This design comes from an exercise in tuning for a short achievable clock period and few clock cycles per item on the open sky130 flow, not from production work.
The RTL was checked by simulation tests, not by an equivalence proof against the original design.
Power is estimated from default activity; no workload was simulated.

==> flow/design.v (outline; a module is shown in full before it is edited, if it fits) <==
// module compute_tile: 1276 lines
module compute_tile (
	input  logic                                       clock,
	input  logic                                       rst_n,
	input  logic [4*4*(32 + 4)-1:0] edge_in,
	output logic [4*4-1:0]                 edge_hold_out,
	output logic [4*4*(32 + 4)-1:0] edge_out,
	input  logic [4*4-1:0]                 edge_hold_in
);
  // ...
==> flow/run.sh <==
#!/bin/bash
# synth_recipe.tcl (not shown) runs the flow's synth.tcl, then flattens the netlist and writes it again
# the make line also repeats each setting of config.mk as NAME=value (left out here)
make -C /OpenROAD-flow-scripts/flow DESIGN_CONFIG=/design/flow/config.mk WORK_HOME=/design/flow/orfs CLKGATE_MAP_FILE= SYNTH_SCRIPT=/design/flow/synth_recipe.tcl finish
==> flow/config.mk <==
export PLATFORM = sky130hd
export DESIGN_NAME = compute_tile
export DESIGN_NICKNAME = compute_tile
export VERILOG_FILES = /design/flow/design.v
export SDC_FILE = /design/flow/constraint.sdc
export NUM_CORES = 4
export LEC_CHECK = 0
export CAP_MARGIN = 20
export CORE_MARGIN = 2
export CORE_UTILIZATION = 50
export SETUP_SLACK_MARGIN = 2.8
export SLEW_MARGIN = 20
==> flow/constraint.sdc <==
create_clock -name core_clock -period 5.5 [get_ports {clock}]
set_input_delay 1.1000 -clock core_clock [delete_from_list [all_inputs] [get_ports {clock}]]
set_output_delay 1.1000 -clock core_clock [all_outputs]
set_load 0.01 [all_outputs]
==> flow_metrics.tcl, run 1 <==
set metrics [dict create \
    reg2regPathDepth 8 \
    final_nets 12700 \
    switchingPower_mw 31.1 \
    status "complete, no violations" \
    p_seq_frac 0.452 \
    syn_inst 10100 \
    min_path_type "flop to flop" \
    maxSlewViolCount 0 \
    synth_commonest_cells "edfxtp_1 (3136), nor2_1 (1087), nand2_1 (572), inv_1 (487), ha_1 (340)" \
    fin_area_mm2 0.177 \
    slew_headroom 0.0524 \
    drc 0 \
    synth_xor_area_frac 0.0214 \
    netlist.area_leader.share 0.659 \
    synthFlopType "edfxtp_1" \
    synthArstFlopShare 0 \
    path_class "flop to output pin" \
    antenna_cells 107 \
    layout-drive-gt1-share 0.193 \
    ys_warn_count 7 \
    gp_congestion 1.11 \
    grt_overflow 0 \
    htreeDepth 5 \
    via_count 107000 \
    highest_layer "met5" \
    sh_seq_area 0.564 \
    grt_util_met3 0.180 \
    power.density_mw_per_mm2 494 \
    cp_num_buf_inv 1 \
]
Testbench counts, summed over its fixed seeds: cycles 3,024, items 8,192.
==> run 2: changes to the inputs <==
--- a/flow/design.v
+++ b/flow/design.v
@@ -12,9 +12,10 @@
 	logic [NL-1:0] ln_v;
 	logic [NL-1:0] ln_pop;
 	logic [34:0]   ln_t [NL];
-	logic [3:0]    ln_r [NL];   
 	logic [3:0]    ln_dec [NL];
-	assign edge_hold_out = ln_v;
+	logic [3:0]    ln_q [NL];   
+	logic [NL-1:0] ln_ho;
+	assign edge_hold_out = ln_ho;
 	always_comb begin
 		ln_dec[0] = 4'd0;
 		if (edge_in[0*36+32 +: 2] == 2'd1) ln_dec[0][0] = 1'b1;
@@ -78,9 +79,11 @@
 			if (!rst_n) ln_v[i] <= 1'b0;
 			else if (ln_pop[i]) ln_v[i] <= 1'b0;
 			else if (edge_in[i*36+35]) ln_v[i] <= 1'b1;
+			ln_ho[i] <= rst_n && (ln_v[i] ? !ln_pop[i] : edge_in[i*36+35]);
+			if (!rst_n || ln_pop[i]) ln_q[i] <= 4'd0;
+			else if (!ln_v[i] && edge_in[i*36+35]) ln_q[i] <= ln_dec[i];
 			if (!ln_v[i]) begin
 				ln_t[i] <= edge_in[i*36 +: 35];
-				ln_r[i] <= ln_dec[i];
 			end
 		end
 	end
@@ -89,14 +92,15 @@
 	logic [NP-1:0] pe_v;         
 	logic [NP-1:0] pe_full;      
 	logic [NP-1:0] pe_pop;
+	logic [3:0]    pe_d [NP];   
 	logic [36:0]   pe_hd [NP];   
 	logic [5:0] pa0_req, pa0_gnt;
-	assign pa0_req[0] = pe_v[1] && cfg_side[1] == 2'd2;
-	assign pa0_req[1] = pe_v[4] && cfg_side[4] == 2'd0;
-	assign pa0_req[2] = ln_v[0] && ln_r[0][0];
-	assign pa0_req[3] = ln_v[1] && ln_r[1][0];
-	assign pa0_req[4] = ln_v[2] && ln_r[2][0];
-	assign pa0_req[5] = ln_v[8] && ln_r[8][0];
+	assign pa0_req[0] = pe_d[1][2];
+	assign pa0_req[1] = pe_d[4][0];
+	assign pa0_req[2] = ln_q[0][0];
+	assign pa0_req[3] = ln_q[1][0];
+	assign pa0_req[4] = ln_q[2][0];
+	assign pa0_req[5] = ln_q[8][0];
 	logic [5:0] pa0_msk, pa0_hi;
 	assign pa0_hi = pa0_req & ~pa0_msk;
 	always_comb begin
@@ -124,8 +128,8 @@
 	end
 	logic        p0_push, p0_wr, p0_rd, p0_rv;
 	logic [36:0] p0_e [2];
-	logic [37:0] p0_r;
-	assign p0_push = p0_rv && !p0_r[37] && !pe_full[0];
+	logic [45:0] p0_r;   
+	assign p0_push = p0_rv && !p0_r[45] && !pe_full[0];
 	always_ff @(posedge clock) begin
 		if (!rst_n) begin
 			cfg_side[0] <= 2'd3;
@@ -134,35 +138,37 @@
 			p0_rd       <= 1'b0;
 			pe_v[0]     <= 1'b0;
 			pe_full[0]  <= 1'b0;
+			pe_d[0]     <= 4'd0;
 			p0_rv       <= 1'b0;
 		end else begin
 			if (!pe_full[0]) p0_rv <= |pa0_gnt;
-			if (p0_rv && p0_r[37] && !pe_full[0]) begin
-				cfg_side[0] <= p0_r[34:33];
-				case (p0_r[36:35])
-					2'd1:    pe_op[0] <= {3'b000, p0_r[32:25]};
-					2'd2:    pe_op[0] <= {3'b010, ~p0_r[32:25]};
-					2'd3:    pe_op[0] <= {3'b100, p0_r[32:25]};
+			if (p0_rv && p0_r[45] && !pe_full[0]) begin
+				cfg_side[0] <= p0_r[42:41];
+				case (p0_r[44:43])
+					2'd1:    pe_op[0] <= {3'b000, p0_r[40:33]};
+					2'd2:    pe_op[0] <= {3'b010, ~p0_r[40:33]};
+					2'd3:    pe_op[0] <= {3'b100, p0_r[40:33]};
 					default: pe_op[0] <= {3'b100, 8'd0};
 				endcase
 			end
 			if (p0_push) p0_wr <= !p0_wr;
 			if (pe_pop[0]) p0_rd <= !p0_rd;
 			pe_v[0]    <= pe_full[0] || p0_push || (pe_v[0] && !pe_pop[0]);
+			pe_d[0]    <= (pe_full[0] || p0_push || (pe_v[0] && !pe_pop[0])) ? 4'd1 << cfg_side[0] : 4'd0;
 			pe_full[0] <= (pe_full[0] || (pe_v[0] && p0_push)) && !pe_pop[0];
 		end
-		if (!pe_full[0]) p0_r <= p0_in;
-		if (p0_push) p0_e[p0_wr] <= hop(p0_r[36:0], pe_op[0]);
+		if (!pe_full[0]) p0_r <= {p0_in[37:13], p0_in[12:5] ^ pe_op[0][7:0], p0_in[12:5] & pe_op[0][7:0], p0_in[4:0]};
+		if (p0_push) p0_e[p0_wr] <= hop(p0_r[44:0], pe_op[0]);
 	end
 	assign pe_hd[0] = p0_e[p0_rd];
 	assign pe_pop[0] = pa1_gnt[0] | pa4_gnt[0] | xa1_gnt[0] | xa8_gnt[0];
 	logic [5:0] pa1_req, pa1_gnt;
-	assign pa1_req[0] = pe_v[0] && cfg_side[0] == 2'd1;
-	assign pa1_req[1] = pe_v[5] && cfg_side[5] == 2'd0;
-	assign pa1_req[2] = ln_v[2] && ln_r[2][1];
-	assign pa1_req[3] = ln_v[3] && ln_r[3][0];
-	assign pa1_req[4] = ln_v[4] && ln_r[4][0];
-	assign pa1_req[5] = ln_v[5] && ln_r[5][0];
+	assign pa1_req[0] = pe_d[0][1];
+	assign pa1_req[1] = pe_d[5][0];
+	assign pa1_req[2] = ln_q[2][1];
+	assign pa1_req[3] = ln_q[3][0];
+	assign pa1_req[4] = ln_q[4][0];
+	assign pa1_req[5] = ln_q[5][0];
 	logic [5:0] pa1_msk, pa1_hi;
 	assign pa1_hi = pa1_req & ~pa1_msk;
 	always_comb begin
@@ -190,8 +196,8 @@
 	end
 	logic        p1_push, p1_wr, p1_rd, p1_rv;
 	logic [36:0] p1_e [2];
-	logic [37:0] p1_r;
-	assign p1_push = p1_rv && !p1_r[37] && !pe_full[1];
+	logic [45:0] p1_r;   
+	assign p1_push = p1_rv && !p1_r[45] && !pe_full[1];
 	always_ff @(posedge clock) begin
 		if (!rst_n) begin
 			cfg_side[1] <= 2'd3;
@@ -200,35 +206,37 @@
 			p1_rd       <= 1'b0;
 			pe_v[1]     <= 1'b0;
 			pe_full[1]  <= 1'b0;
+			pe_d[1]     <= 4'd0;
 			p1_rv       <= 1'b0;
 		end else begin
 			if (!pe_full[1]) p1_rv <= |pa1_gnt;
-			if (p1_rv && p1_r[37] && !pe_full[1]) begin
-				cfg_side[1] <= p1_r[34:33];
-				case (p1_r[36:35])
-					2'd1:    pe_op[1] <= {3'b000, p1_r[32:25]};
-					2'd2:    pe_op[1] <= {3'b010, ~p1_r[32:25]};
-					2'd3:    pe_op[1] <= {3'b100, p1_r[32:25]};
+			if (p1_rv && p1_r[45] && !pe_full[1]) begin
+				cfg_side[1] <= p1_r[42:41];
+				case (p1_r[44:43])
+					2'd1:    pe_op[1] <= {3'b000, p1_r[40:33]};
+					2'd2:    pe_op[1] <= {3'b010, ~p1_r[40:33]};
+					2'd3:    pe_op[1] <= {3'b100, p1_r[40:33]};
 					default: pe_op[1] <= {3'b100, 8'd0};
 				endcase
 			end
 			if (p1_push) p1_wr <= !p1_wr;
 			if (pe_pop[1]) p1_rd <= !p1_rd;
 			pe_v[1]    <= pe_full[1] || p1_push || (pe_v[1] && !pe_pop[1]);
+			pe_d[1]    <= (pe_full[1] || p1_push || (pe_v[1] && !pe_pop[1])) ? 4'd1 << cfg_side[1] : 4'd0;
 			pe_full[1] <= (pe_full[1] || (pe_v[1] && p1_push)) && !pe_pop[1];
 		end
-		if (!pe_full[1]) p1_r <= p1_in;
-		if (p1_push) p1_e[p1_wr] <= hop(p1_r[36:0], pe_op[1]);
+		if (!pe_full[1]) p1_r <= {p1_in[37:13], p1_in[12:5] ^ pe_op[1][7:0], p1_in[12:5] & pe_op[1][7:0], p1_in[4:0]};
+		if (p1_push) p1_e[p1_wr] <= hop(p1_r[44:0], pe_op[1]);
 	end
 	assign pe_hd[1] = p1_e[p1_rd];
 	assign pe_pop[1] = pa0_gnt[0] | pa5_gnt[0] | xa3_gnt[0] | xa4_gnt[0];
 	logic [5:0] pa2_req, pa2_gnt;
-	assign pa2_req[0] = pe_v[3] && cfg_side[3] == 2'd2;
-	assign pa2_req[1] = pe_v[6] && cfg_side[6] == 2'd0;
-	assign pa2_req[2] = ln_v[0] && ln_r[0][1];
-	assign pa2_req[3] = ln_v[8] && ln_r[8][1];
-	assign pa2_req[4] = ln_v[9] && ln_r[9][0];
-	assign pa2_req[5] = ln_v[10] && ln_r[10][0];
+	assign pa2_req[0] = pe_d[3][2];
+	assign pa2_req[1] = pe_d[6][0];
+	assign pa2_req[2] = ln_q[0][1];
+	assign pa2_req[3] = ln_q[8][1];
+	assign pa2_req[4] = ln_q[9][0];
+	assign pa2_req[5] = ln_q[10][0];
 	logic [5:0] pa2_msk, pa2_hi;
 	assign pa2_hi = pa2_req & ~pa2_msk;
 	always_comb begin
@@ -256,8 +264,8 @@
 	end
 	logic        p2_push, p2_wr, p2_rd, p2_rv;
 	logic [36:0] p2_e [2];
-	logic [37:0] p2_r;
-	assign p2_push = p2_rv && !p2_r[37] && !pe_full[2];
+	logic [45:0] p2_r;   
+	assign p2_push = p2_rv && !p2_r[45] && !pe_full[2];
 	always_ff @(posedge clock) begin
 		if (!rst_n) begin
 			cfg_side[2] <= 2'd3;
@@ -266,33 +274,35 @@
 			p2_rd       <= 1'b0;
 			pe_v[2]     <= 1'b0;
 			pe_full[2]  <= 1'b0;
+			pe_d[2]     <= 4'd0;
 			p2_rv       <= 1'b0;
 		end else begin
 			if (!pe_full[2]) p2_rv <= |pa2_gnt;
-			if (p2_rv && p2_r[37] && !pe_full[2]) begin
-				cfg_side[2] <= p2_r[34:33];
-				case (p2_r[36:35])
-					2'd1:    pe_op[2] <= {3'b000, p2_r[32:25]};
-					2'd2:    pe_op[2] <= {3'b010, ~p2_r[32:25]};
-					2'd3:    pe_op[2] <= {3'b100, p2_r[32:25]};
+			if (p2_rv && p2_r[45] && !pe_full[2]) begin
+				cfg_side[2] <= p2_r[42:41];
+				case (p2_r[44:43])
+					2'd1:    pe_op[2] <= {3'b000, p2_r[40:33]};
+					2'd2:    pe_op[2] <= {3'b010, ~p2_r[40:33]};
+					2'd3:    pe_op[2] <= {3'b100, p2_r[40:33]};
 					default: pe_op[2] <= {3'b100, 8'd0};
 				endcase
 			end
 			if (p2_push) p2_wr <= !p2_wr;
 			if (pe_pop[2]) p2_rd <= !p2_rd;
 			pe_v[2]    <= pe_full[2] || p2_push || (pe_v[2] && !pe_pop[2]);
+			pe_d[2]    <= (pe_full[2] || p2_push || (pe_v[2] && !pe_pop[2])) ? 4'd1 << cfg_side[2] : 4'd0;
 			pe_full[2] <= (pe_full[2] || (pe_v[2] && p2_push)) && !pe_pop[2];
 		end
-		if (!pe_full[2]) p2_r <= p2_in;
-		if (p2_push) p2_e[p2_wr] <= hop(p2_r[36:0], pe_op[2]);
+		if (!pe_full[2]) p2_r <= {p2_in[37:13], p2_in[12:5] ^ pe_op[2][7:0], p2_in[12:5] & pe_op[2][7:0], p2_in[4:0]};
+		if (p2_push) p2_e[p2_wr] <= hop(p2_r[44:0], pe_op[2]);
 	end
 	assign pe_hd[2] = p2_e[p2_rd];
 	assign pe_pop[2] = pa3_gnt[0] | pa6_gnt[0] | xa0_gnt[0] | xa9_gnt[0];
 	logic [3:0] pa3_req, pa3_gnt;
-	assign pa3_req[0] = pe_v[2] && cfg_side[2] == 2'd1;
-	assign pa3_req[1] = pe_v[7] && cfg_side[7] == 2'd0;
-	assign pa3_req[2] = ln_v[2] && ln_r[2][2];
-	assign pa3_req[3] = ln_v[5] && ln_r[5][1];
+	assign pa3_req[0] = pe_d[2][1];
+	assign pa3_req[1] = pe_d[7][0];
+	assign pa3_req[2] = ln_q[2][2];
+	assign pa3_req[3] = ln_q[5][1];
 	logic [3:0] pa3_msk, pa3_hi;
 	assign pa3_hi = pa3_req & ~pa3_msk;
 	always_comb begin
@@ -318,8 +328,8 @@
 	end
 	logic        p3_push, p3_wr, p3_rd, p3_rv;
 	logic [36:0] p3_e [2];
-	logic [37:0] p3_r;
-	assign p3_push = p3_rv && !p3_r[37] && !pe_full[3];
+	logic [45:0] p3_r;   
+	assign p3_push = p3_rv && !p3_r[45] && !pe_full[3];
 	always_ff @(posedge clock) begin
 		if (!rst_n) begin
 			cfg_side[3] <= 2'd3;
@@ -328,33 +338,35 @@
 			p3_rd       <= 1'b0;
 			pe_v[3]     <= 1'b0;
 			pe_full[3]  <= 1'b0;
+			pe_d[3]     <= 4'd0;
 			p3_rv       <= 1'b0;
 		end else begin
 			if (!pe_full[3]) p3_rv <= |pa3_gnt;
-			if (p3_rv && p3_r[37] && !pe_full[3]) begin
-				cfg_side[3] <= p3_r[34:33];
-				case (p3_r[36:35])
-					2'd1:    pe_op[3] <= {3'b000, p3_r[32:25]};
-					2'd2:    pe_op[3] <= {3'b010, ~p3_r[32:25]};
-					2'd3:    pe_op[3] <= {3'b100, p3_r[32:25]};
+			if (p3_rv && p3_r[45] && !pe_full[3]) begin
+				cfg_side[3] <= p3_r[42:41];
+				case (p3_r[44:43])
+					2'd1:    pe_op[3] <= {3'b000, p3_r[40:33]};
+					2'd2:    pe_op[3] <= {3'b010, ~p3_r[40:33]};
+					2'd3:    pe_op[3] <= {3'b100, p3_r[40:33]};
 					default: pe_op[3] <= {3'b100, 8'd0};
 				endcase
 			end
 			if (p3_push) p3_wr <= !p3_wr;
 			if (pe_pop[3]) p3_rd <= !p3_rd;
 			pe_v[3]    <= pe_full[3] || p3_push || (pe_v[3] && !pe_pop[3]);
+			pe_d[3]    <= (pe_full[3] || p3_push || (pe_v[3] && !pe_pop[3])) ? 4'd1 << cfg_side[3] : 4'd0;
 			pe_full[3] <= (pe_full[3] || (pe_v[3] && p3_push)) && !pe_pop[3];
 		end
-		if (!pe_full[3]) p3_r <= p3_in;
-		if (p3_push) p3_e[p3_wr] <= hop(p3_r[36:0], pe_op[3]);
+		if (!pe_full[3]) p3_r <= {p3_in[37:13], p3_in[12:5] ^ pe_op[3][7:0], p3_in[12:5] & pe_op[3][7:0], p3_in[4:0]};
+		if (p3_push) p3_e[p3_wr] <= hop(p3_r[44:0], pe_op[3]);
 	end
 	assign pe_hd[3] = p3_e[p3_rd];
 	assign pe_pop[3] = pa2_gnt[0] | pa7_gnt[0] | xa2_gnt[0] | xa5_gnt[0];
 	logic [3:0] pa4_req, pa4_gnt;
-	assign pa4_req[0] = pe_v[0] && cfg_side[0] == 2'd3;
-	assign pa4_req[1] = pe_v[5] && cfg_side[5] == 2'd2;
-	assign pa4_req[2] = ln_v[10] && ln_r[10][1];
-	assign pa4_req[3] = ln_v[13] && ln_r[13][0];
+	assign pa4_req[0] = pe_d[0][3];
+	assign pa4_req[1] = pe_d[5][2];
+	assign pa4_req[2] = ln_q[10][1];
+	assign pa4_req[3] = ln_q[13][0];
 	logic [3:0] pa4_msk, pa4_hi;
 	assign pa4_hi = pa4_req & ~pa4_msk;
 	always_comb begin
@@ -380,8 +392,8 @@
 	end
 	logic        p4_push, p4_wr, p4_rd, p4_rv;
 	logic [36:0] p4_e [2];
-	logic [37:0] p4_r;
-	assign p4_push = p4_rv && !p4_r[37] && !pe_full[4];
+	logic [45:0] p4_r;   
+	assign p4_push = p4_rv && !p4_r[45] && !pe_full[4];
 	always_ff @(posedge clock) begin
 		if (!rst_n) begin
 			cfg_side[4] <= 2'd3;
@@ -390,35 +402,37 @@
 			p4_rd       <= 1'b0;
 			pe_v[4]     <= 1'b0;
 			pe_full[4]  <= 1'b0;
+			pe_d[4]     <= 4'd0;
 			p4_rv       <= 1'b0;
 		end else begin
 			if (!pe_full[4]) p4_rv <= |pa4_gnt;
-			if (p4_rv && p4_r[37] && !pe_full[4]) begin
-				cfg_side[4] <= p4_r[34:33];
-				case (p4_r[36:35])
-					2'd1:    pe_op[4] <= {3'b000, p4_r[32:25]};
-					2'd2:    pe_op[4] <= {3'b010, ~p4_r[32:25]};
-					2'd3:    pe_op[4] <= {3'b100, p4_r[32:25]};
+			if (p4_rv && p4_r[45] && !pe_full[4]) begin
+				cfg_side[4] <= p4_r[42:41];
+				case (p4_r[44:43])
+					2'd1:    pe_op[4] <= {3'b000, p4_r[40:33]};
+					2'd2:    pe_op[4] <= {3'b010, ~p4_r[40:33]};
+					2'd3:    pe_op[4] <= {3'b100, p4_r[40:33]};
 					default: pe_op[4] <= {3'b100, 8'd0};
 				endcase
 			end
 			if (p4_push) p4_wr <= !p4_wr;
 			if (pe_pop[4]) p4_rd <= !p4_rd;
 			pe_v[4]    <= pe_full[4] || p4_push || (pe_v[4] && !pe_pop[4]);
+			pe_d[4]    <= (pe_full[4] || p4_push || (pe_v[4] && !pe_pop[4])) ? 4'd1 << cfg_side[4] : 4'd0;
 			pe_full[4] <= (pe_full[4] || (pe_v[4] && p4_push)) && !pe_pop[4];
 		end
-		if (!pe_full[4]) p4_r <= p4_in;
-		if (p4_push) p4_e[p4_wr] <= hop(p4_r[36:0], pe_op[4]);
+		if (!pe_full[4]) p4_r <= {p4_in[37:13], p4_in[12:5] ^ pe_op[4][7:0], p4_in[12:5] & pe_op[4][7:0], p4_in[4:0]};
+		if (p4_push) p4_e[p4_wr] <= hop(p4_r[44:0], pe_op[4]);
 	end
 	assign pe_hd[4] = p4_e[p4_rd];
 	assign pe_pop[4] = pa0_gnt[1] | pa5_gnt[1] | xa10_gnt[0] | xa13_gnt[0];
 	logic [5:0] pa5_req, pa5_gnt;
-	assign pa5_req[0] = pe_v[1] && cfg_side[1] == 2'd3;
-	assign pa5_req[1] = pe_v[4] && cfg_side[4] == 2'd1;
-	assign pa5_req[2] = ln_v[5] && ln_r[5][2];
-	assign pa5_req[3] = ln_v[6] && ln_r[6][0];
-	assign pa5_req[4] = ln_v[7] && ln_r[7][0];
-	assign pa5_req[5] = ln_v[15] && ln_r[15][0];
+	assign pa5_req[0] = pe_d[1][3];
+	assign pa5_req[1] = pe_d[4][1];
+	assign pa5_req[2] = ln_q[5][2];
+	assign pa5_req[3] = ln_q[6][0];
+	assign pa5_req[4] = ln_q[7][0];
+	assign pa5_req[5] = ln_q[15][0];
 	logic [5:0] pa5_msk, pa5_hi;
 	assign pa5_hi = pa5_req & ~pa5_msk;
 	always_comb begin
@@ -446,8 +460,8 @@
 	end
 	logic        p5_push, p5_wr, p5_rd, p5_rv;
 	logic [36:0] p5_e [2];
-	logic [37:0] p5_r;
-	assign p5_push = p5_rv && !p5_r[37] && !pe_full[5];
+	logic [45:0] p5_r;   
+	assign p5_push = p5_rv && !p5_r[45] && !pe_full[5];
 	always_ff @(posedge clock) begin
 		if (!rst_n) begin
 			cfg_side[5] <= 2'd3;
@@ -456,35 +470,37 @@
 			p5_rd       <= 1'b0;
 			pe_v[5]     <= 1'b0;
 			pe_full[5]  <= 1'b0;
+			pe_d[5]     <= 4'd0;
 			p5_rv       <= 1'b0;
 		end else begin
 			if (!pe_full[5]) p5_rv <= |pa5_gnt;
-			if (p5_rv && p5_r[37] && !pe_full[5]) begin
-				cfg_side[5] <= p5_r[34:33];
-				case (p5_r[36:35])
-					2'd1:    pe_op[5] <= {3'b000, p5_r[32:25]};
-					2'd2:    pe_op[5] <= {3'b010, ~p5_r[32:25]};
-					2'd3:    pe_op[5] <= {3'b100, p5_r[32:25]};
+			if (p5_rv && p5_r[45] && !pe_full[5]) begin
+				cfg_side[5] <= p5_r[42:41];
+				case (p5_r[44:43])
+					2'd1:    pe_op[5] <= {3'b000, p5_r[40:33]};
+					2'd2:    pe_op[5] <= {3'b010, ~p5_r[40:33]};
+					2'd3:    pe_op[5] <= {3'b100, p5_r[40:33]};
 					default: pe_op[5] <= {3'b100, 8'd0};
 				endcase
 			end
 			if (p5_push) p5_wr <= !p5_wr;
 			if (pe_pop[5]) p5_rd <= !p5_rd;
 			pe_v[5]    <= pe_full[5] || p5_push || (pe_v[5] && !pe_pop[5]);
+			pe_d[5]    <= (pe_full[5] || p5_push || (pe_v[5] && !pe_pop[5])) ? 4'd1 << cfg_side[5] : 4'd0;
 			pe_full[5] <= (pe_full[5] || (pe_v[5] && p5_push)) && !pe_pop[5];
 		end
-		if (!pe_full[5]) p5_r <= p5_in;
-		if (p5_push) p5_e[p5_wr] <= hop(p5_r[36:0], pe_op[5]);
+		if (!pe_full[5]) p5_r <= {p5_in[37:13], p5_in[12:5] ^ pe_op[5][7:0], p5_in[12:5] & pe_op[5][7:0], p5_in[4:0]};
+		if (p5_push) p5_e[p5_wr] <= hop(p5_r[44:0], pe_op[5]);
 	end
 	assign pe_hd[5] = p5_e[p5_rd];
 	assign pe_pop[5] = pa1_gnt[1] | pa4_gnt[1] | xa6_gnt[0] | xa15_gnt[0];
 	logic [5:0] pa6_req, pa6_gnt;
-	assign pa6_req[0] = pe_v[2] && cfg_side[2] == 2'd3;
-	assign pa6_req[1] = pe_v[7] && cfg_side[7] == 2'd2;
-	assign pa6_req[2] = ln_v[10] && ln_r[10][2];
-	assign pa6_req[3] = ln_v[11] && ln_r[11][0];
-	assign pa6_req[4] = ln_v[12] && ln_r[12][0];
-	assign pa6_req[5] = ln_v[13] && ln_r[13][1];
+	assign pa6_req[0] = pe_d[2][3];
+	assign pa6_req[1] = pe_d[7][2];
+	assign pa6_req[2] = ln_q[10][2];
+	assign pa6_req[3] = ln_q[11][0];
+	assign pa6_req[4] = ln_q[12][0];
+	assign pa6_req[5] = ln_q[13][1];
 	logic [5:0] pa6_msk, pa6_hi;
 	assign pa6_hi = pa6_req & ~pa6_msk;
 	always_comb begin
@@ -512,8 +528,8 @@
 	end
 	logic        p6_push, p6_wr, p6_rd, p6_rv;
 	logic [36:0] p6_e [2];
-	logic [37:0] p6_r;
-	assign p6_push = p6_rv && !p6_r[37] && !pe_full[6];
+	logic [45:0] p6_r;   
+	assign p6_push = p6_rv && !p6_r[45] && !pe_full[6];
 	always_ff @(posedge clock) begin
 		if (!rst_n) begin
 			cfg_side[6] <= 2'd3;
@@ -522,35 +538,37 @@
 			p6_rd       <= 1'b0;
 			pe_v[6]     <= 1'b0;
 			pe_full[6]  <= 1'b0;
+			pe_d[6]     <= 4'd0;
 			p6_rv       <= 1'b0;
 		end else begin
 			if (!pe_full[6]) p6_rv <= |pa6_gnt;
-			if (p6_rv && p6_r[37] && !pe_full[6]) begin
-				cfg_side[6] <= p6_r[34:33];
-				case (p6_r[36:35])
-					2'd1:    pe_op[6] <= {3'b000, p6_r[32:25]};
-					2'd2:    pe_op[6] <= {3'b010, ~p6_r[32:25]};
-					2'd3:    pe_op[6] <= {3'b100, p6_r[32:25]};
+			if (p6_rv && p6_r[45] && !pe_full[6]) begin
+				cfg_side[6] <= p6_r[42:41];
+				case (p6_r[44:43])
+					2'd1:    pe_op[6] <= {3'b000, p6_r[40:33]};
+					2'd2:    pe_op[6] <= {3'b010, ~p6_r[40:33]};
+					2'd3:    pe_op[6] <= {3'b100, p6_r[40:33]};
 					default: pe_op[6] <= {3'b100, 8'd0};
 				endcase
 			end
 			if (p6_push) p6_wr <= !p6_wr;
 			if (pe_pop[6]) p6_rd <= !p6_rd;
 			pe_v[6]    <= pe_full[6] || p6_push || (pe_v[6] && !pe_pop[6]);
+			pe_d[6]    <= (pe_full[6] || p6_push || (pe_v[6] && !pe_pop[6])) ? 4'd1 << cfg_side[6] : 4'd0;
 			pe_full[6] <= (pe_full[6] || (pe_v[6] && p6_push)) && !pe_pop[6];
 		end
-		if (!pe_full[6]) p6_r <= p6_in;
-		if (p6_push) p6_e[p6_wr] <= hop(p6_r[36:0], pe_op[6]);
+		if (!pe_full[6]) p6_r <= {p6_in[37:13], p6_in[12:5] ^ pe_op[6][7:0], p6_in[12:5] & pe_op[6][7:0], p6_in[4:0]};
+		if (p6_push) p6_e[p6_wr] <= hop(p6_r[44:0], pe_op[6]);
 	end
 	assign pe_hd[6] = p6_e[p6_rd];
 	assign pe_pop[6] = pa2_gnt[1] | pa7_gnt[1] | xa11_gnt[0] | xa12_gnt[0];
 	logic [5:0] pa7_req, pa7_gnt;
-	assign pa7_req[0] = pe_v[3] && cfg_side[3] == 2'd3;
-	assign pa7_req[1] = pe_v[6] && cfg_side[6] == 2'd1;
-	assign pa7_req[2] = ln_v[7] && ln_r[7][1];
-	assign pa7_req[3] = ln_v[13] && ln_r[13][2];
-	assign pa7_req[4] = ln_v[14] && ln_r[14][0];
-	assign pa7_req[5] = ln_v[15] && ln_r[15][1];
+	assign pa7_req[0] = pe_d[3][3];
+	assign pa7_req[1] = pe_d[6][1];
+	assign pa7_req[2] = ln_q[7][1];
+	assign pa7_req[3] = ln_q[13][2];
+	assign pa7_req[4] = ln_q[14][0];
+	assign pa7_req[5] = ln_q[15][1];
 	logic [5:0] pa7_msk, pa7_hi;
 	assign pa7_hi = pa7_req & ~pa7_msk;
 	always_comb begin
@@ -578,8 +596,8 @@
 	end
 	logic        p7_push, p7_wr, p7_rd, p7_rv;
 	logic [36:0] p7_e [2];
-	logic [37:0] p7_r;
-	assign p7_push = p7_rv && !p7_r[37] && !pe_full[7];
+	logic [45:0] p7_r;   
+	assign p7_push = p7_rv && !p7_r[45] && !pe_full[7];
 	always_ff @(posedge clock) begin
 		if (!rst_n) begin
 			cfg_side[7] <= 2'd3;
@@ -588,37 +606,39 @@
 			p7_rd       <= 1'b0;
 			pe_v[7]     <= 1'b0;
 			pe_full[7]  <= 1'b0;
+			pe_d[7]     <= 4'd0;
 			p7_rv       <= 1'b0;
 		end else begin
 			if (!pe_full[7]) p7_rv <= |pa7_gnt;
-			if (p7_rv && p7_r[37] && !pe_full[7]) begin
-				cfg_side[7] <= p7_r[34:33];
-				case (p7_r[36:35])
-					2'd1:    pe_op[7] <= {3'b000, p7_r[32:25]};
-					2'd2:    pe_op[7] <= {3'b010, ~p7_r[32:25]};
-					2'd3:    pe_op[7] <= {3'b100, p7_r[32:25]};
+			if (p7_rv && p7_r[45] && !pe_full[7]) begin
+				cfg_side[7] <= p7_r[42:41];
+				case (p7_r[44:43])
+					2'd1:    pe_op[7] <= {3'b000, p7_r[40:33]};
+					2'd2:    pe_op[7] <= {3'b010, ~p7_r[40:33]};
+					2'd3:    pe_op[7] <= {3'b100, p7_r[40:33]};
 					default: pe_op[7] <= {3'b100, 8'd0};
 				endcase
 			end
 			if (p7_push) p7_wr <= !p7_wr;
 			if (pe_pop[7]) p7_rd <= !p7_rd;
 			pe_v[7]    <= pe_full[7] || p7_push || (pe_v[7] && !pe_pop[7]);
+			pe_d[7]    <= (pe_full[7] || p7_push || (pe_v[7] && !pe_pop[7])) ? 4'd1 << cfg_side[7] : 4'd0;
 			pe_full[7] <= (pe_full[7] || (pe_v[7] && p7_push)) && !pe_pop[7];
 		end
-		if (!pe_full[7]) p7_r <= p7_in;
-		if (p7_push) p7_e[p7_wr] <= hop(p7_r[36:0], pe_op[7]);
+		if (!pe_full[7]) p7_r <= {p7_in[37:13], p7_in[12:5] ^ pe_op[7][7:0], p7_in[12:5] & pe_op[7][7:0], p7_in[4:0]};
+		if (p7_push) p7_e[p7_wr] <= hop(p7_r[44:0], pe_op[7]);
 	end
 	assign pe_hd[7] = p7_e[p7_rd];
 	assign pe_pop[7] = pa3_gnt[1] | pa6_gnt[1] | xa7_gnt[0] | xa14_gnt[0];
-	logic        x0_v, x0_c, x0_free, x0_rv, x0_sv;
+	logic        x0_v, x0_vo, x0_c, x0_free, x0_rv, x0_sv;
 	logic [31:0] x0_d;
 	logic [37:0] x0_r;
 	logic [34:0] x0_s;   
 	assign x0_free = !x0_v || !edge_hold_in[0];
 	logic [2:0] xa0_req, xa0_gnt;
-	assign xa0_req[0] = pe_v[2] && cfg_side[2] == 2'd0;
-	assign xa0_req[1] = ln_v[0] && ln_r[0][2];
-	assign xa0_req[2] = ln_v[8] && ln_r[8][2];
+	assign xa0_req[0] = pe_d[2][0];
+	assign xa0_req[1] = ln_q[0][2];
+	assign xa0_req[2] = ln_q[8][2];
 	logic [2:0] xa0_msk, xa0_hi;
 	assign xa0_hi = xa0_req & ~xa0_msk;
 	always_comb begin
@@ -657,14 +677,20 @@
 			{x0_c, x0_d} <= {x0_s[34], resolve_hi(x0_s[33:0])};
 		end
 	end
-	assign edge_out[0*36 +: 36] = {x0_v, x0_c, 2'd0, x0_d};
-	logic        x1_v, x1_c, x1_free, x1_rv, x1_sv;
+	logic        x0_co;
+	logic [31:0] x0_do;
+	always_ff @(posedge clock) begin
+		x0_vo <= rst_n && (x0_free ? x0_sv : x0_v);
+		{x0_co, x0_do} <= x0_free ? {x0_s[34], resolve_hi(x0_s[33:0])} : {x0_c, x0_d};
+	end
+	assign edge_out[0*36 +: 36] = {x0_vo, x0_co, 2'd0, x0_do};
+	logic        x1_v, x1_vo, x1_c, x1_free, x1_rv, x1_sv;
 	logic [31:0] x1_d;
 	logic [37:0] x1_r;
 	logic [34:0] x1_s;   
 	assign x1_free = !x1_v || !edge_hold_in[1];
 	logic [0:0] xa1_req, xa1_gnt;
-	assign xa1_req[0] = pe_v[0] && cfg_side[0] == 2'd0;
+	assign xa1_req[0] = pe_d[0][0];
 	assign xa1_gnt = xa1_req & {1{x1_free}};
 	logic [37:0] x1_in;
 	always_comb begin
@@ -687,15 +713,21 @@
 			{x1_c, x1_d} <= {x1_s[34], resolve_hi(x1_s[33:0])};
 		end
 	end
-	assign edge_out[1*36 +: 36] = {x1_v, x1_c, 2'd0, x1_d};
-	logic        x2_v, x2_c, x2_free, x2_rv, x2_sv;
+	logic        x1_co;
+	logic [31:0] x1_do;
+	always_ff @(posedge clock) begin
+		x1_vo <= rst_n && (x1_free ? x1_sv : x1_v);
+		{x1_co, x1_do} <= x1_free ? {x1_s[34], resolve_hi(x1_s[33:0])} : {x1_c, x1_d};
+	end
+	assign edge_out[1*36 +: 36] = {x1_vo, x1_co, 2'd0, x1_do};
+	logic        x2_v, x2_vo, x2_c, x2_free, x2_rv, x2_sv;
 	logic [31:0] x2_d;
 	logic [37:0] x2_r;
 	logic [34:0] x2_s;   
 	assign x2_free = !x2_v || !edge_hold_in[2];
 	logic [1:0] xa2_req, xa2_gnt;
-	assign xa2_req[0] = pe_v[3] && cfg_side[3] == 2'd0;
-	assign xa2_req[1] = ln_v[2] && ln_r[2][3];
+	assign xa2_req[0] = pe_d[3][0];
+	assign xa2_req[1] = ln_q[2][3];
 	logic [1:0] xa2_msk, xa2_hi;
 	assign xa2_hi = xa2_req & ~xa2_msk;
 	always_comb begin
@@ -733,14 +765,20 @@
 			{x2_c, x2_d} <= {x2_s[34], resolve_hi(x2_s[33:0])};
 		end
 	end
-	assign edge_out[2*36 +: 36] = {x2_v, x2_c, 2'd0, x2_d};
-	logic        x3_v, x3_c, x3_free, x3_rv, x3_sv;
+	logic        x2_co;
+	logic [31:0] x2_do;
+	always_ff @(posedge clock) begin
+		x2_vo <= rst_n && (x2_free ? x2_sv : x2_v);
+		{x2_co, x2_do} <= x2_free ? {x2_s[34], resolve_hi(x2_s[33:0])} : {x2_c, x2_d};
+	end
+	assign edge_out[2*36 +: 36] = {x2_vo, x2_co, 2'd0, x2_do};
+	logic        x3_v, x3_vo, x3_c, x3_free, x3_rv, x3_sv;
 	logic [31:0] x3_d;
 	logic [37:0] x3_r;
 	logic [34:0] x3_s;   
 	assign x3_free = !x3_v || !edge_hold_in[3];
 	logic [0:0] xa3_req, xa3_gnt;
-	assign xa3_req[0] = pe_v[1] && cfg_side[1] == 2'd0;
+	assign xa3_req[0] = pe_d[1][0];
 	assign xa3_gnt = xa3_req & {1{x3_free}};
 	logic [37:0] x3_in;
 	always_comb begin
@@ -763,14 +801,20 @@
 			{x3_c, x3_d} <= {x3_s[34], resolve_hi(x3_s[33:0])};
 		end
 	end
-	assign edge_out[3*36 +: 36] = {x3_v, x3_c, 2'd0, x3_d};
-	logic        x4_v, x4_c, x4_free, x4_rv, x4_sv;
+	logic        x3_co;
+	logic [31:0] x3_do;
+	always_ff @(posedge clock) begin
+		x3_vo <= rst_n && (x3_free ? x3_sv : x3_v);
+		{x3_co, x3_do} <= x3_free ? {x3_s[34], resolve_hi(x3_s[33:0])} : {x3_c, x3_d};
+	end
+	assign edge_out[3*36 +: 36] = {x3_vo, x3_co, 2'd0, x3_do};
+	logic        x4_v, x4_vo, x4_c, x4_free, x4_rv, x4_sv;
 	logic [31:0] x4_d;
 	logic [37:0] x4_r;
 	logic [34:0] x4_s;   
 	assign x4_free = !x4_v || !edge_hold_in[4];
 	logic [0:0] xa4_req, xa4_gnt;
-	assign xa4_req[0] = pe_v[1] && cfg_side[1] == 2'd1;
+	assign xa4_req[0] = pe_d[1][1];
 	assign xa4_gnt = xa4_req & {1{x4_free}};
 	logic [37:0] x4_in;
 	always_comb begin
@@ -793,15 +837,21 @@
 			{x4_c, x4_d} <= {x4_s[34], resolve_hi(x4_s[33:0])};
 		end
 	end
-	assign edge_out[4*36 +: 36] = {x4_v, x4_c, 2'd1, x4_d};
-	logic        x5_v, x5_c, x5_free, x5_rv, x5_sv;
+	logic        x4_co;
+	logic [31:0] x4_do;
+	always_ff @(posedge clock) begin
+		x4_vo <= rst_n && (x4_free ? x4_sv : x4_v);
+		{x4_co, x4_do} <= x4_free ? {x4_s[34], resolve_hi(x4_s[33:0])} : {x4_c, x4_d};
+	end
+	assign edge_out[4*36 +: 36] = {x4_vo, x4_co, 2'd1, x4_do};
+	logic        x5_v, x5_vo, x5_c, x5_free, x5_rv, x5_sv;
 	logic [31:0] x5_d;
 	logic [37:0] x5_r;
 	logic [34:0] x5_s;   
 	assign x5_free = !x5_v || !edge_hold_in[5];
 	logic [1:0] xa5_req, xa5_gnt;
-	assign xa5_req[0] = pe_v[3] && cfg_side[3] == 2'd1;
-	assign xa5_req[1] = ln_v[5] && ln_r[5][3];
+	assign xa5_req[0] = pe_d[3][1];
+	assign xa5_req[1] = ln_q[5][3];
 	logic [1:0] xa5_msk, xa5_hi;
 	assign xa5_hi = xa5_req & ~xa5_msk;
 	always_comb begin
@@ -839,14 +889,20 @@
 			{x5_c, x5_d} <= {x5_s[34], resolve_hi(x5_s[33:0])};
 		end
 	end
-	assign edge_out[5*36 +: 36] = {x5_v, x5_c, 2'd1, x5_d};
-	logic        x6_v, x6_c, x6_free, x6_rv, x6_sv;
+	logic        x5_co;
+	logic [31:0] x5_do;
+	always_ff @(posedge clock) begin
+		x5_vo <= rst_n && (x5_free ? x5_sv : x5_v);
+		{x5_co, x5_do} <= x5_free ? {x5_s[34], resolve_hi(x5_s[33:0])} : {x5_c, x5_d};
+	end
+	assign edge_out[5*36 +: 36] = {x5_vo, x5_co, 2'd1, x5_do};
+	logic        x6_v, x6_vo, x6_c, x6_free, x6_rv, x6_sv;
 	logic [31:0] x6_d;
 	logic [37:0] x6_r;
 	logic [34:0] x6_s;   
 	assign x6_free = !x6_v || !edge_hold_in[6];
 	logic [0:0] xa6_req, xa6_gnt;
-	assign xa6_req[0] = pe_v[5] && cfg_side[5] == 2'd1;
+	assign xa6_req[0] = pe_d[5][1];
 	assign xa6_gnt = xa6_req & {1{x6_free}};
 	logic [37:0] x6_in;
 	always_comb begin
@@ -869,16 +925,22 @@
 			{x6_c, x6_d} <= {x6_s[34], resolve_hi(x6_s[33:0])};
 		end
 	end
-	assign edge_out[6*36 +: 36] = {x6_v, x6_c, 2'd1, x6_d};
-	logic        x7_v, x7_c, x7_free, x7_rv, x7_sv;
+	logic        x6_co;
+	logic [31:0] x6_do;
+	always_ff @(posedge clock) begin
+		x6_vo <= rst_n && (x6_free ? x6_sv : x6_v);
+		{x6_co, x6_do} <= x6_free ? {x6_s[34], resolve_hi(x6_s[33:0])} : {x6_c, x6_d};
+	end
+	assign edge_out[6*36 +: 36] = {x6_vo, x6_co, 2'd1, x6_do};
+	logic        x7_v, x7_vo, x7_c, x7_free, x7_rv, x7_sv;
 	logic [31:0] x7_d;
 	logic [37:0] x7_r;
 	logic [34:0] x7_s;   
 	assign x7_free = !x7_v || !edge_hold_in[7];
 	logic [2:0] xa7_req, xa7_gnt;
-	assign xa7_req[0] = pe_v[7] && cfg_side[7] == 2'd1;
-	assign xa7_req[1] = ln_v[7] && ln_r[7][2];
-	assign xa7_req[2] = ln_v[15] && ln_r[15][2];
+	assign xa7_req[0] = pe_d[7][1];
+	assign xa7_req[1] = ln_q[7][2];
+	assign xa7_req[2] = ln_q[15][2];
 	logic [2:0] xa7_msk, xa7_hi;
 	assign xa7_hi = xa7_req & ~xa7_msk;
 	always_comb begin
@@ -917,16 +979,22 @@
 			{x7_c, x7_d} <= {x7_s[34], resolve_hi(x7_s[33:0])};
 		end
 	end
-	assign edge_out[7*36 +: 36] = {x7_v, x7_c, 2'd1, x7_d};
-	logic        x8_v, x8_c, x8_free, x8_rv, x8_sv;
+	logic        x7_co;
+	logic [31:0] x7_do;
+	always_ff @(posedge clock) begin
+		x7_vo <= rst_n && (x7_free ? x7_sv : x7_v);
+		{x7_co, x7_do} <= x7_free ? {x7_s[34], resolve_hi(x7_s[33:0])} : {x7_c, x7_d};
+	end
+	assign edge_out[7*36 +: 36] = {x7_vo, x7_co, 2'd1, x7_do};
+	logic        x8_v, x8_vo, x8_c, x8_free, x8_rv, x8_sv;
 	logic [31:0] x8_d;
 	logic [37:0] x8_r;
 	logic [34:0] x8_s;   
 	assign x8_free = !x8_v || !edge_hold_in[8];
 	logic [2:0] xa8_req, xa8_gnt;
-	assign xa8_req[0] = pe_v[0] && cfg_side[0] == 2'd2;
-	assign xa8_req[1] = ln_v[0] && ln_r[0][3];
-	assign xa8_req[2] = ln_v[8] && ln_r[8][3];
+	assign xa8_req[0] = pe_d[0][2];
+	assign xa8_req[1] = ln_q[0][3];
+	assign xa8_req[2] = ln_q[8][3];
 	logic [2:0] xa8_msk, xa8_hi;
 	assign xa8_hi = xa8_req & ~xa8_msk;
 	always_comb begin
@@ -965,14 +1033,20 @@
 			{x8_c, x8_d} <= {x8_s[34], resolve_hi(x8_s[33:0])};
 		end
 	end
-	assign edge_out[8*36 +: 36] = {x8_v, x8_c, 2'd2, x8_d};
-	logic        x9_v, x9_c, x9_free, x9_rv, x9_sv;
+	logic        x8_co;
+	logic [31:0] x8_do;
+	always_ff @(posedge clock) begin
+		x8_vo <= rst_n && (x8_free ? x8_sv : x8_v);
+		{x8_co, x8_do} <= x8_free ? {x8_s[34], resolve_hi(x8_s[33:0])} : {x8_c, x8_d};
+	end
+	assign edge_out[8*36 +: 36] = {x8_vo, x8_co, 2'd2, x8_do};
+	logic        x9_v, x9_vo, x9_c, x9_free, x9_rv, x9_sv;
 	logic [31:0] x9_d;
 	logic [37:0] x9_r;
 	logic [34:0] x9_s;   
 	assign x9_free = !x9_v || !edge_hold_in[9];
 	logic [0:0] xa9_req, xa9_gnt;
-	assign xa9_req[0] = pe_v[2] && cfg_side[2] == 2'd2;
+	assign xa9_req[0] = pe_d[2][2];
 	assign xa9_gnt = xa9_req & {1{x9_free}};
 	logic [37:0] x9_in;
 	always_comb begin
@@ -995,15 +1069,21 @@
 			{x9_c, x9_d} <= {x9_s[34], resolve_hi(x9_s[33:0])};
 		end
 	end
-	assign edge_out[9*36 +: 36] = {x9_v, x9_c, 2'd2, x9_d};
-	logic        x10_v, x10_c, x10_free, x10_rv, x10_sv;
+	logic        x9_co;
+	logic [31:0] x9_do;
+	always_ff @(posedge clock) begin
+		x9_vo <= rst_n && (x9_free ? x9_sv : x9_v);
+		{x9_co, x9_do} <= x9_free ? {x9_s[34], resolve_hi(x9_s[33:0])} : {x9_c, x9_d};
+	end
+	assign edge_out[9*36 +: 36] = {x9_vo, x9_co, 2'd2, x9_do};
+	logic        x10_v, x10_vo, x10_c, x10_free, x10_rv, x10_sv;
 	logic [31:0] x10_d;
 	logic [37:0] x10_r;
 	logic [34:0] x10_s;   
 	assign x10_free = !x10_v || !edge_hold_in[10];
 	logic [1:0] xa10_req, xa10_gnt;
-	assign xa10_req[0] = pe_v[4] && cfg_side[4] == 2'd2;
-	assign xa10_req[1] = ln_v[10] && ln_r[10][3];
+	assign xa10_req[0] = pe_d[4][2];
+	assign xa10_req[1] = ln_q[10][3];
 	logic [1:0] xa10_msk, xa10_hi;
 	assign xa10_hi = xa10_req & ~xa10_msk;
 	always_comb begin
@@ -1041,14 +1121,20 @@
 			{x10_c, x10_d} <= {x10_s[34], resolve_hi(x10_s[33:0])};
 		end
 	end
-	assign edge_out[10*36 +: 36] = {x10_v, x10_c, 2'd2, x10_d};
-	logic        x11_v, x11_c, x11_free, x11_rv, x11_sv;
+	logic        x10_co;
+	logic [31:0] x10_do;
+	always_ff @(posedge clock) begin
+		x10_vo <= rst_n && (x10_free ? x10_sv : x10_v);
+		{x10_co, x10_do} <= x10_free ? {x10_s[34], resolve_hi(x10_s[33:0])} : {x10_c, x10_d};
+	end
+	assign edge_out[10*36 +: 36] = {x10_vo, x10_co, 2'd2, x10_do};
+	logic        x11_v, x11_vo, x11_c, x11_free, x11_rv, x11_sv;
 	logic [31:0] x11_d;
 	logic [37:0] x11_r;
 	logic [34:0] x11_s;   
 	assign x11_free = !x11_v || !edge_hold_in[11];
 	logic [0:0] xa11_req, xa11_gnt;
-	assign xa11_req[0] = pe_v[6] && cfg_side[6] == 2'd2;
+	assign xa11_req[0] = pe_d[6][2];
 	assign xa11_gnt = xa11_req & {1{x11_free}};
 	logic [37:0] x11_in;
 	always_comb begin
@@ -1071,14 +1157,20 @@
 			{x11_c, x11_d} <= {x11_s[34], resolve_hi(x11_s[33:0])};
 		end
 	end
-	assign edge_out[11*36 +: 36] = {x11_v, x11_c, 2'd2, x11_d};
-	logic        x12_v, x12_c, x12_free, x12_rv, x12_sv;
+	logic        x11_co;
+	logic [31:0] x11_do;
+	always_ff @(posedge clock) begin
+		x11_vo <= rst_n && (x11_free ? x11_sv : x11_v);
+		{x11_co, x11_do} <= x11_free ? {x11_s[34], resolve_hi(x11_s[33:0])} : {x11_c, x11_d};
+	end
+	assign edge_out[11*36 +: 36] = {x11_vo, x11_co, 2'd2, x11_do};
+	logic        x12_v, x12_vo, x12_c, x12_free, x12_rv, x12_sv;
 	logic [31:0] x12_d;
 	logic [37:0] x12_r;
 	logic [34:0] x12_s;   
 	assign x12_free = !x12_v || !edge_hold_in[12];
 	logic [0:0] xa12_req, xa12_gnt;
-	assign xa12_req[0] = pe_v[6] && cfg_side[6] == 2'd3;
+	assign xa12_req[0] = pe_d[6][3];
 	assign xa12_gnt = xa12_req & {1{x12_free}};
 	logic [37:0] x12_in;
 	always_comb begin
@@ -1101,15 +1193,21 @@
 			{x12_c, x12_d} <= {x12_s[34], resolve_hi(x12_s[33:0])};
 		end
 	end
-	assign edge_out[12*36 +: 36] = {x12_v, x12_c, 2'd3, x12_d};
-	logic        x13_v, x13_c, x13_free, x13_rv, x13_sv;
+	logic        x12_co;
+	logic [31:0] x12_do;
+	always_ff @(posedge clock) begin
+		x12_vo <= rst_n && (x12_free ? x12_sv : x12_v);
+		{x12_co, x12_do} <= x12_free ? {x12_s[34], resolve_hi(x12_s[33:0])} : {x12_c, x12_d};
+	end
+	assign edge_out[12*36 +: 36] = {x12_vo, x12_co, 2'd3, x12_do};
+	logic        x13_v, x13_vo, x13_c, x13_free, x13_rv, x13_sv;
 	logic [31:0] x13_d;
 	logic [37:0] x13_r;
 	logic [34:0] x13_s;   
 	assign x13_free = !x13_v || !edge_hold_in[13];
 	logic [1:0] xa13_req, xa13_gnt;
-	assign xa13_req[0] = pe_v[4] && cfg_side[4] == 2'd3;
-	assign xa13_req[1] = ln_v[13] && ln_r[13][3];
+	assign xa13_req[0] = pe_d[4][3];
+	assign xa13_req[1] = ln_q[13][3];
 	logic [1:0] xa13_msk, xa13_hi;
 	assign xa13_hi = xa13_req & ~xa13_msk;
 	always_comb begin
@@ -1147,14 +1245,20 @@
 			{x13_c, x13_d} <= {x13_s[34], resolve_hi(x13_s[33:0])};
 		end
 	end
-	assign edge_out[13*36 +: 36] = {x13_v, x13_c, 2'd3, x13_d};
-	logic        x14_v, x14_c, x14_free, x14_rv, x14_sv;
+	logic        x13_co;
+	logic [31:0] x13_do;
+	always_ff @(posedge clock) begin
+		x13_vo <= rst_n && (x13_free ? x13_sv : x13_v);
+		{x13_co, x13_do} <= x13_free ? {x13_s[34], resolve_hi(x13_s[33:0])} : {x13_c, x13_d};
+	end
+	assign edge_out[13*36 +: 36] = {x13_vo, x13_co, 2'd3, x13_do};
+	logic        x14_v, x14_vo, x14_c, x14_free, x14_rv, x14_sv;
 	logic [31:0] x14_d;
 	logic [37:0] x14_r;
 	logic [34:0] x14_s;   
 	assign x14_free = !x14_v || !edge_hold_in[14];
 	logic [0:0] xa14_req, xa14_gnt;
-	assign xa14_req[0] = pe_v[7] && cfg_side[7] == 2'd3;
+	assign xa14_req[0] = pe_d[7][3];
 	assign xa14_gnt = xa14_req & {1{x14_free}};
 	logic [37:0] x14_in;
 	always_comb begin
@@ -1177,16 +1281,22 @@
 			{x14_c, x14_d} <= {x14_s[34], resolve_hi(x14_s[33:0])};
 		end
 	end
-	assign edge_out[14*36 +: 36] = {x14_v, x14_c, 2'd3, x14_d};
-	logic        x15_v, x15_c, x15_free, x15_rv, x15_sv;
+	logic        x14_co;
+	logic [31:0] x14_do;
+	always_ff @(posedge clock) begin
+		x14_vo <= rst_n && (x14_free ? x14_sv : x14_v);
+		{x14_co, x14_do} <= x14_free ? {x14_s[34], resolve_hi(x14_s[33:0])} : {x14_c, x14_d};
+	end
+	assign edge_out[14*36 +: 36] = {x14_vo, x14_co, 2'd3, x14_do};
+	logic        x15_v, x15_vo, x15_c, x15_free, x15_rv, x15_sv;
 	logic [31:0] x15_d;
 	logic [37:0] x15_r;
 	logic [34:0] x15_s;   
 	assign x15_free = !x15_v || !edge_hold_in[15];
 	logic [2:0] xa15_req, xa15_gnt;
-	assign xa15_req[0] = pe_v[5] && cfg_side[5] == 2'd3;
-	assign xa15_req[1] = ln_v[7] && ln_r[7][3];
-	assign xa15_req[2] = ln_v[15] && ln_r[15][3];
+	assign xa15_req[0] = pe_d[5][3];
+	assign xa15_req[1] = ln_q[7][3];
+	assign xa15_req[2] = ln_q[15][3];
 	logic [2:0] xa15_msk, xa15_hi;
 	assign xa15_hi = xa15_req & ~xa15_msk;
 	always_comb begin
@@ -1225,7 +1335,13 @@
 			{x15_c, x15_d} <= {x15_s[34], resolve_hi(x15_s[33:0])};
 		end
 	end
-	assign edge_out[15*36 +: 36] = {x15_v, x15_c, 2'd3, x15_d};
+	logic        x15_co;
+	logic [31:0] x15_do;
+	always_ff @(posedge clock) begin
+		x15_vo <= rst_n && (x15_free ? x15_sv : x15_v);
+		{x15_co, x15_do} <= x15_free ? {x15_s[34], resolve_hi(x15_s[33:0])} : {x15_c, x15_d};
+	end
+	assign edge_out[15*36 +: 36] = {x15_vo, x15_co, 2'd3, x15_do};
 	assign ln_pop[0] = pa0_gnt[2] | pa2_gnt[2] | xa0_gnt[1] | xa8_gnt[1];
 	assign ln_pop[1] = pa0_gnt[3];
 	assign ln_pop[2] = pa0_gnt[4] | pa1_gnt[2] | pa3_gnt[2] | xa2_gnt[1];
@@ -1242,14 +1358,13 @@
 	assign ln_pop[13] = pa4_gnt[3] | pa6_gnt[5] | pa7_gnt[3] | xa13_gnt[1];
 	assign ln_pop[14] = pa7_gnt[4];
 	assign ln_pop[15] = pa5_gnt[5] | pa7_gnt[5] | xa7_gnt[2] | xa15_gnt[2];
-	function automatic logic [36:0] hop(input logic [36:0] x, input logic [10:0] op);
-		logic [7:0] lo, g, p, gg, pp;
+	function automatic logic [36:0] hop(input logic [44:0] x, input logic [10:0] op);
+		logic [7:0] g, p, gg, pp;
 		logic [4:0] dl;
 		logic       c8;
-		lo = x[12:5];
 		dl = x[4:0];
-		g = lo & op[7:0];
-		p = lo ^ op[7:0];
+		g = x[12:5];
+		p = x[20:13];
 		g[0] = g[0] | (p[0] & op[9]);
 		gg = g;
 		pp = p;
@@ -1260,9 +1375,9 @@
 			end
 		end
 		c8 = gg[7];
-		if (op[10]) hop = {x[36:13], p, dl};
-		else if (op[9]) hop = {x[36:13], p ^ {gg[6:0], 1'b1}, c8 ? dl : dl - 5'd1};
-		else hop = {x[36:13], p ^ {gg[6:0], 1'b0}, c8 ? dl + 5'd1 : dl};
+		if (op[10]) hop = {x[44:21], p, dl};
+		else if (op[9]) hop = {x[44:21], p ^ {gg[6:0], 1'b1}, c8 ? dl : dl - 5'd1};
+		else hop = {x[44:21], p ^ {gg[6:0], 1'b0}, c8 ? dl + 5'd1 : dl};
 	endfunction
 	function automatic logic [33:0] resolve_lo(input logic [36:0] x);
 		logic [12:0] m;
==> flow/flow/run.sh (new file) <==
#!/bin/bash
# The standard layout, except that the port buffers are inserted as
# sky130_fd_sc_hd__buf_4 cells rather than the default slow delay buffers.
# Every port still gets its buffer. ORFS writes each step's log under
# orfs/logs; make's own output goes to standard.log here.
set -euo pipefail
cd "$(dirname "$0")/.."
export BUFFER_PORTS_ARGS="-buffer_cell sky130_fd_sc_hd__buf_4"
bash standard.sh finish > standard.log 2>&1
==> flow/standard.sh (new file) <==
#!/bin/bash
# synth_recipe.tcl (not shown) runs the flow's synth.tcl, then flattens the netlist and writes it again
# the make line also repeats each setting of config.mk as NAME=value (left out here)
make -C /OpenROAD-flow-scripts/flow DESIGN_CONFIG=/design/flow/config.mk WORK_HOME=/design/flow/orfs CLKGATE_MAP_FILE= SYNTH_SCRIPT=/design/flow/synth_recipe.tcl "${@:-finish}"
--- a/flow/config.mk
+++ b/flow/config.mk
@@ -8,5 +8,5 @@
 export CAP_MARGIN = 20
 export CORE_MARGIN = 2
 export CORE_UTILIZATION = 50
-export SETUP_SLACK_MARGIN = 2.8
+export SETUP_SLACK_MARGIN = 2.9
 export SLEW_MARGIN = 20
removed: flow/run.sh
==> flow_metrics.tcl, run 2 <==
set metrics [dict create \
    status "complete, no violations" \
    routed_via_density 6.56 \
    worst_ep_required_time_ns 6.08 \
    ys_seq_area_frac 0.699 \
    fin_crit_ns 2.81 \
    htreeDepth 5 \
    dr.pass1.iters 12 \
    finalSetupViolCount 0 \
    routed_wirelength_um 706000 \
    power.density_mw_per_mm2 429 \
    netlist.area_leader.share 0.588 \
    ir_worst_vdd_mv 0.308 \
    via_count 117000 \
    grt_pass1_vias 104000 \
    dp_cells 16600 \
    regMostFlops "ln_t" \
    grt_overflow 0 \
    mostFrequentLayoutCells "edfxtp_1 (3160), buf_4 (1507), nor2_1 (967)" \
    gp_congestion 1.05 \
    grt_pass1_wl_um 907000 \
    clk_pin_slew_worst_paths_ns 0.06 \
    synth-seq-cells 4056 \
    p_comb_frac 0.165 \
    detailedPlacementHpwl_um 520000 \
    grt_max_degree 96 \
    fmax_mhz 356 \
    cp_max_fo 24 \
    drtAntennaViolNets 0 \
    final_hold_viol_count 0 \
    maxSlewViolCount 0 \
    root_buffer "clkbuf_16" \
    cts_num_sinks 4056 \
    grt_use_total 0.417 \
    areaGrowthSynthToFinish_pct 22.5 \
    die_w_um 572 \
    setup_ws_ns 2.69 \
    min_from "edge_in[252]" \
    port_buffers 1129 \
    switchingPower_mw 25.8 \
    finClkSkew_ns 0.0453 \
    rsz0062_at_grt "yes" \
    cts_tree "built" \
    clkPwrFrac 0.345 \
    synth_commonest_cells "edfxtp_1 (3160), nor2_1 (990), dfxtp_1 (896), nand2_1 (619), mux2_2 (521)" \
    clk_latency_ns 1.01 \
    routedWlPerCell_um 39.7 \
    min_path_type "input pin to flop" \
    ios 1186 \
    dp_slack_ns 1.28 \
    final_nets 13900 \
    layout-drive-gt1-share 0.276 \
    core_mm2 0.321 \
    synth_edf_count 3160 \
    drc 0 \
    synthFlopType "edfxtp_1" \
    biggestRegsByFlops "ln_t x528, pe_op x80" \
    p_leak_nw 79.3 \
    numCtsBuffers 418 \
    syn_avg_cell_area_um2 14.3 \
    synth_area_leaders "edfxtp_1 (59%), dfxtp_1 (11%), mux2_2 (3.6%)" \
    start_util 0.502 \
    synthArstFlopShare 0 \
    antenna_found_initial 156 \
    yosysMostFrequentCell "edfxtp_1" \
    r2r_slack_ns 2.69 \
    clk_path_buf_depth 4 \
    ys_warn_count 8 \
    die_area_mm2 0.327 \
    die_y_um 572 \
    drtIter0Drc 20700 \
    yosysUniqueCellTypes 87 \
    worst_slew_pin_slew_ns 1.39 \
    cap_violations 0 \
    p_seq_frac 0.490 \
    syn_area_mm2 0.161 \
    syn_inst 11300 \
    largest_reg_flops 528 \
    critPathLaunchType "flop" \
    setup-tns-final_ns 0 \
    internal-power_mw 58.9 \
    path_class "flop to flop" \
    p_sw_frac 0.305 \
    slew_headroom 0.0531 \
    placement_rows 208 \
    fin_cells 17800 \
    fin_crit_sh 0.511 \
    yosys.area.top_type "edfxtp_1" \
    worstPathArrival_ns 3.39 \
    cp-end-kind "flop" \
    hold_buffers 0 \
    final_common_cell "edfxtp_1" \
    power.total_mw 84.7 \
]
==> run 2: changes by cell type after synthesis, moves of 97 or more <==
cell      change
o21ai_0     +121
clkbuf_1    +113
nor2_1       -97
inv_1       -173
dfxtp_1     +624
a222oi_1    +127
a22oi_1     +186
a221o_1     -230
mux2_2      +510
==> run 2: metal layers <==
layer,share of wire,vias to the layer above,global-route usage
met5,0.00058,-,0
met4,0.078,56,0.285
met3,0.15,2154,0.161
met2,0.40,9903,0.561
met1,0.37,57900,0.555
li1,-,46600,-
==> run 2: repair_timing <==
action                                  4_1_cts  5_1_grt
endpoints found under the setup margin     1040      507
pin swaps                                    62      109
gates cloned                                 18        9
gates resized for setup                     653      292
buffers inserted                            110      105
==> run 2: logic make-up after synthesis <==
family,after synthesis,share of synthesized area
flops,4056,0.699
simple gates,2551,0.0742
compound gates,2214,0.0975
buf+inv,877,0.0220
mux,872,0.0581
fa+ha+maj,370,0.0294
xor+xnor,357,0.0194
other cells,2,0.0000465
==> run 2: path summary, 6_finish.rpt <==
check                         endpoint  cells past startpoint
hold / removal    ln_t[7][0]$_DFFE_PN_                      1
hold reg to reg     x3_s[33]$_DFFE_PN_                      0
setup reg to reg    x7_r[34]$_DFFE_PN_                      2
setup / recovery    x7_r[34]$_DFFE_PN_                      2
==> run 2: critical path, stage by stage (launching register included) <==
cell	delay, ns
dfxtp_4	0.67
mux2i_1	1.09
o21ai_0	0.61
==> run 2: final cells by class <==
cell class,count,area (um2)
tap,4305,5390
fill,24400,124000
antenna,173,433
timing repair buffer,1724,14500
sequential,4056,113000
multi-input combinational,6414,48700
clock buffer,587,12000
clock inverter,206,2140
inverter,327,1310
==> run 2: metrics by stage <==
stage / cell area [um2] / hold WS (ns) / utilization
after global placement: 177000 / 0.403 / 0.550
after detailed placement: 177000 / 0.405 / 0.550
after floorplan: 162000 / 0.400 / -
after global routing: 197000 / 0.260 / 0.614
after CTS: 195000 / 0.218 / 0.607
final: 198000 / 0.260 / 0.615
==> run 2: power groups by stage <==
stage	Sequential, mW	Combinational (mW)	Clock, mW
2_1_floorplan	39.3	5.31	0
3_3_place_gp	41.7	11.7	0
3_5_place_dp	41.7	11.9	0
4_1_cts	41.1	12.9	29.3
5_1_grt	41.4	14.1	30.5
6_report	41.5	14.0	29.2
Testbench counts of run 2, summed over its fixed seeds: cycles 3,024, items 8,192.

[what the ideal ports hide]
In the flow no input, the clock included, has a driving cell. The finished layouts below were timed again as built, in two steps. Step 1 assumes that a clkbuf_16 drives the clock port and a buf_2 every other input. Step 2 adds t to the input delays and takes it off the output delays; t is the mean of the earliest and latest rising clock arrival at the registers after step 1. Input paths then give back, and output paths get back, about the clock's delay inside the block. a / b / c = ideal / step 1 / step 2; a / b = the first two.
run | t (ns) | setup WS [ns] | hold slack, ns
run 1 | 1.058 | 2.554 / 2.439 / 1.854 | 0.407 / 0.407 / 0.407
run 2 | 1.112 | 2.691 / 2.691 / 1.988 | 0.260 / 0.168 / 0.413
After both steps every run listed still meets setup and hold. For run 2, which loses most, drivers alone change the setup slack by 0.000 ns; drivers and shift together by -0.703 ns.
